Context: an optimization exercise on an open-source flow, tuned for small area. The choices shown serve that exercise and are no tape-out recipe.
Only simulation tests tie the RTL to the original design; equivalence was not proved.
Power figures rest on the tool's default switching activity, not on a simulated workload.

==> run a <==
## wb_regfile
module wb_regfile #(
    parameter int unsigned DATA_W = 32,
    parameter int unsigned ADDR_W = 5,
    parameter int unsigned CNT_W  = 16
) (
    input  logic              clk,
    input  logic              rst,
    input  logic [1:0]        in_WB,
    input  logic [DATA_W-1:0] in_red,
    input  logic [DATA_W-1:0] in_res,
    input  logic [ADDR_W-1:0] in_mux,
    input  logic [ADDR_W-1:0] rs_addr,
    input  logic [ADDR_W-1:0] rt_addr,
    output logic [DATA_W-1:0] rs_data,
    output logic [DATA_W-1:0] rt_data,
    output logic [DATA_W-1:0] wb_data,
    output logic              wb_we,
    output logic [CNT_W-1:0]  commit_count
);
==> module wb_regfile, before the edit <==
module wb_regfile #(
    parameter int unsigned DATA_W = 32,
    parameter int unsigned ADDR_W = 5,
    parameter int unsigned CNT_W  = 16
) (
    input  logic              clk,
    input  logic              rst,
    input  logic [1:0]        in_WB,
    input  logic [DATA_W-1:0] in_red,
    input  logic [DATA_W-1:0] in_res,
    input  logic [ADDR_W-1:0] in_mux,
    input  logic [ADDR_W-1:0] rs_addr,
    input  logic [ADDR_W-1:0] rt_addr,
    output logic [DATA_W-1:0] rs_data,
    output logic [DATA_W-1:0] rt_data,
    output logic [DATA_W-1:0] wb_data,
    output logic              wb_we,
    output logic [CNT_W-1:0]  commit_count
);
    localparam int unsigned NREGS = 1 << ADDR_W;
    logic [DATA_W-1:0] regs [NREGS];
    logic [CNT_W-1:0]  count_q;
    always_comb begin
        wb_data = in_WB[0] ? in_red : in_res;
        wb_we   = in_WB[1] & (in_mux != '0) & ~rst;
    end
    function automatic logic [DATA_W-1:0] read_port(input logic [ADDR_W-1:0] addr);
        logic [DATA_W-1:0] value;
        value = regs[addr];
        if (addr == '0) begin
            value = '0;
        end else if (wb_we && (addr == in_mux)) begin
            value = wb_data;
        end
        read_port = value;
    endfunction
    always_comb begin
        rs_data = read_port(rs_addr);
        rt_data = read_port(rt_addr);
    end
    always_ff @(posedge clk) begin
        if (rst) begin
            for (int i = 0; i < int'(NREGS); i++) begin
                regs[ADDR_W'(i)] <= '0;
            end
            count_q <= '0;
        end else if (wb_we) begin
            regs[in_mux] <= wb_data;
            count_q      <= count_q + CNT_W'(1);
        end
    end
    assign commit_count = count_q;
endmodule
Settings: LEC_CHECK=0, CAP_MARGIN=20, CORE_MARGIN=2, CORE_UTILIZATION=40, SETUP_SLACK_MARGIN=0.2, SLEW_MARGIN=20; clock period 7.0 ns.
run.sh (not shown) runs the stock make flow with config.mk's settings and CLKGATE_MAP_FILE= SYNTH_SCRIPT=/design/flow/synth_recipe.tcl, a recipe that flattens the netlist after the stock synthesis.
==> run b (differences from run a) <==
==> flow/design.v (replaced) <==
module wbrf_ld_bit (
    input  logic q,
    input  logic d,
    input  logic en,
    input  logic hold,
    output logic y
);
    assign y = (q & hold) | (d & en);
endmodule
module wbrf_aoi222 (
    input  logic [2:0] a,
    input  logic [2:0] b,
    output logic       y
);
    assign y = ~((a[0] & b[0]) | (a[1] & b[1]) | (a[2] & b[2]));
endmodule
module wbrf_nand2 (
    input  logic a,
    input  logic b,
    output logic y
);
    assign y = ~(a & b);
endmodule
module wbrf_nand4 (
    input  logic [3:0] a,
    output logic       y
);
    assign y = ~(&a);
endmodule
module wbrf_nand3 (
    input  logic [2:0] a,
    output logic       y
);
    assign y = ~(&a);
endmodule
module wbrf_byp_mux (
    input  logic [2:0] h,
    input  logic       nbyp,
    input  logic       wb,
    input  logic       byp,
    output logic       y
);
    assign y = ((|h) & nbyp) | (wb & byp);
endmodule
module wbrf_and2 (
    input  logic a,
    input  logic b,
    output logic y
);
    assign y = a & b;
endmodule
module wbrf_nor2 (
    input  logic a,
    input  logic b,
    output logic y
);
    assign y = ~(a | b);
endmodule
module wbrf_rd_bit (
    input  logic [31:1] q,
    input  logic [31:1] sel,
    input  logic        wb,
    input  logic        byp,
    input  logic        nbyp,
    output logic        y
);
    logic [10:0] n;
    logic [2:0]  h;
    for (genvar g = 0; g < 10; g++) begin : g_t
        wbrf_aoi222 u_t (.a(q[3*g+3:3*g+1]), .b(sel[3*g+3:3*g+1]), .y(n[g]));
    end
    wbrf_nand2  u_l  (.a(q[31]), .b(sel[31]), .y(n[10]));
    wbrf_nand4  u_h0 (.a(n[3:0]), .y(h[0]));
    wbrf_nand4  u_h1 (.a(n[7:4]), .y(h[1]));
    wbrf_nand3  u_h2 (.a(n[10:8]), .y(h[2]));
    wbrf_byp_mux u_o (.h(h), .nbyp(nbyp), .wb(wb), .byp(byp), .y(y));
endmodule
module wbrf_rd_dec (
    input  logic [4:0]  addr,
    output logic [31:1] sel
);
    logic [3:0] lo;
    logic [7:0] hi;
    always_comb begin
        for (int i = 0; i < 4; i++) lo[i] = (addr[1:0] == 2'(i));
        for (int i = 0; i < 8; i++) hi[i] = (addr[4:2] == 3'(i));
    end
    for (genvar i = 1; i < 32; i++) begin : g_s
        wbrf_and2 u_a (.a(lo[i % 4]), .b(hi[i / 4]), .y(sel[i]));
    end
endmodule
module wbrf_byp (
    input  logic [4:0] addr,
    input  logic [4:0] wr_addr,
    input  logic       we,
    output logic       byp,
    output logic       nbyp
);
    assign byp  = we & (addr == wr_addr);
    assign nbyp = ~byp;
endmodule
module wbrf_wr_dec (
    input  logic [4:0]  wr_addr,
    input  logic        we,
    input  logic        rst,
    output logic [31:1] en,
    output logic [31:1] hold
);
    logic [3:0] lo;
    logic [7:0] hi;
    always_comb begin
        for (int i = 0; i < 4; i++) lo[i] = we & (wr_addr[1:0] == 2'(i));
        for (int i = 0; i < 8; i++) hi[i] = (wr_addr[4:2] == 3'(i));
    end
    for (genvar i = 1; i < 32; i++) begin : g_w
        wbrf_and2 u_a (.a(lo[i % 4]), .b(hi[i / 4]), .y(en[i]));
        wbrf_nor2 u_h (.a(en[i]), .b(rst), .y(hold[i]));
    end
endmodule
module wb_regfile #(
    parameter int unsigned DATA_W = 32,
    parameter int unsigned ADDR_W = 5,
    parameter int unsigned CNT_W  = 16
) (
    input  logic              clk,
    input  logic              rst,
    input  logic [1:0]        in_WB,
    input  logic [DATA_W-1:0] in_red,
    input  logic [DATA_W-1:0] in_res,
    input  logic [ADDR_W-1:0] in_mux,
    input  logic [ADDR_W-1:0] rs_addr,
    input  logic [ADDR_W-1:0] rt_addr,
    output logic [DATA_W-1:0] rs_data,
    output logic [DATA_W-1:0] rt_data,
    output logic [DATA_W-1:0] wb_data,
    output logic              wb_we,
    output logic [CNT_W-1:0]  commit_count
);
    logic [DATA_W-1:0][31:1] regs;
    logic [DATA_W-1:0][31:1] regs_d;
    logic [CNT_W-1:0]        count_q;
    logic [31:1]       en, hold;
    logic [31:1]       sel_s, sel_t;
    logic              byp_s, byp_t, nbyp_s, nbyp_t;
    always_comb begin
        wb_data = in_WB[0] ? in_red : in_res;
        wb_we   = in_WB[1] & (in_mux != '0) & ~rst;
    end
    wbrf_wr_dec u_wdec (.wr_addr(in_mux), .we(wb_we), .rst(rst), .en(en), .hold(hold));
    wbrf_rd_dec u_sdec (.addr(rs_addr), .sel(sel_s));
    wbrf_rd_dec u_tdec (.addr(rt_addr), .sel(sel_t));
    wbrf_byp    u_sbyp (.addr(rs_addr), .wr_addr(in_mux), .we(wb_we), .byp(byp_s), .nbyp(nbyp_s));
    wbrf_byp    u_tbyp (.addr(rt_addr), .wr_addr(in_mux), .we(wb_we), .byp(byp_t), .nbyp(nbyp_t));
    for (genvar b = 0; b < DATA_W; b++) begin : g_bit
        for (genvar i = 1; i < 32; i++) begin : g_reg
            wbrf_ld_bit u_ld (
                .q(regs[b][i]), .d(wb_data[b]), .en(en[i]), .hold(hold[i]), .y(regs_d[b][i])
            );
        end
        wbrf_rd_bit u_rs (
            .q(regs[b]), .sel(sel_s), .wb(wb_data[b]), .byp(byp_s), .nbyp(nbyp_s), .y(rs_data[b])
        );
        wbrf_rd_bit u_rt (
            .q(regs[b]), .sel(sel_t), .wb(wb_data[b]), .byp(byp_t), .nbyp(nbyp_t), .y(rt_data[b])
        );
    end
    always_ff @(posedge clk) begin
        regs <= regs_d;
        if (rst) begin
            count_q <= '0;
        end else if (wb_we) begin
            count_q <= count_q + CNT_W'(1);
        end
    end
    assign commit_count = count_q;
endmodule
==> flow/flow/run.sh (new file) <==
#!/bin/bash
# Own layout flow: the standard flow (standard.sh), with
#  - port buffers of the smallest buffer cell,
#  - a clock tree of clkbuf_8 buffers with sink clusters sized to keep the flip-flop clock slew near 110 ps, and no
#    dummy loads.
# The full output of the ORFS run is in standard.log; each ORFS step also
# writes its own log under orfs/logs/.
set -euo pipefail
cat >> config.mk <<'EOC'
export BUFFER_PORTS_ARGS = -buffer_cell sky130_fd_sc_hd__buf_1
export CTS_ARGS = -sink_clustering_enable -repair_clock_nets -dont_use_dummy_load -buf_list {sky130_fd_sc_hd__clkbuf_8} -sink_clustering_size 16 -sink_clustering_max_diameter 70
EOC
bash standard.sh > standard.log 2>&1
==> flow/standard.sh (new file) <==
#!/bin/bash
# synth_recipe.tcl (not shown) runs the flow's synth.tcl, then flattens the netlist and writes it again
# the make line also repeats each setting of config.mk as NAME=value (left out here)
make -C /OpenROAD-flow-scripts/flow DESIGN_CONFIG=/design/flow/config.mk WORK_HOME=/design/flow/orfs CLKGATE_MAP_FILE= SYNTH_SCRIPT=/design/flow/synth_recipe.tcl "${@:-finish}"
Settings changed: BUFFER_PORTS_ARGS set to -buffer_cell sky130_fd_sc_hd__buf_1, CAP_MARGIN 20 to 10, CORE_UTILIZATION 40 to 45, CTS_ARGS set to -sink_clustering_enable -repair_clock_nets -dont_use_dummy_load -buf_list {sky130_fd_sc_hd__clkbuf_8} -sink_clustering_size 16 -sink_clustering_max_diameter 70, SETUP_SLACK_MARGIN 0.2 to unset, SLEW_MARGIN 20 to 10, SYNTH_HIERARCHICAL set to 1, SYNTH_MINIMUM_KEEP_SIZE set to 0.
removed: flow/run.sh
==> run notes <==
                                                                                                   run a                     run b
Worst path slowest cell                                                 sky130_fd_sc_hd__clkdlybuf4s50_1   sky130_fd_sc_hd__and2_1
Dpl cell area                                                                                 0.0590 mm²                0.0433 mm²
Largest net degree at the start of global routing                                                     64                        35
Run status                                                                                finished clean            finished clean
Total power divided by cell area                                                              245 mW/mm²                213 mW/mm²
Number of warnings issued by yosys                                                                     1                         9
Net switching component of the power                                                             4.06 mW                   2.58 mW
Clk pwr                                                                                          5.74 mW                   2.90 mW
Most frequent cell after synthesis                                             sky130_fd_sc_hd__edfxtp_1  sky130_fd_sc_hd__dfxtp_1
Sink Count                                                                                         1,040                     1,008
Non-clock buffer count in the final layout                                                           373                       377
Final Instance Area                                                                           0.0624 mm²                0.0444 mm²
Worst-margin pin slew                                                                            1.14 ns                   1.39 ns
GRT met1 Usage                                                                                     0.379                     0.540
Average cell area after synthesis                                                               13.2 µm²                  11.7 µm²
Fraction of standard cell area that is sequential                                                  0.498                     0.454
Number of buffers inserted during clock tree synthesis                                               109                        75
Internal power summed over all cells                                                             11.2 mW                   6.88 mW
Final non-filler cell total                                                                        6,087                     4,974
Crit path DAT                                                                                    5.09 ns                   5.11 ns
Sequential Power Share                                                                             0.481                     0.615
Total length of routed wires                                                                  204,000 µm                196,000 µm
Clock-pin slew of the registers on the worst-case setup and hold paths                           0.06 ns                   0.10 ns
Share of cell area taken by multi-input logic gates                                                0.354                     0.440

==> afterwards: timing with drivers on the ports <==
The results above use ideal ports. As a check the final layouts listed here were re-extracted and re-timed, cells and wires unchanged. Step 1 assumes that a clkbuf_16 drives the clock port and a buf_2 every other input. Step 2 times the ports against the registers' clock, not the clock port: input delays grow and output delays shrink by t, the midpoint of the rising clock arrivals with the driver on. a / b / c = ideal / step 1 / step 2; a / b = the first two.
| run | t (ns) | setup WS [ns] | worst setup path after step 2 | worst slew at a driven data input, ns | pins driven straight from the clock port |
|---|---|---|---|---|---|
| run a | 0.801 | 0.512 / 0.486 / 0.486 | input to output | 0.13 | 1 |
| run b | 0.801 | 0.493 / 0.459 / 0.459 | input to output | 0.04 | 1 |
After both steps every run listed still meets setup and hold. The setup slack of run b, which loses most, moves by -0.034 ns with the drivers and by -0.034 ns with both steps.
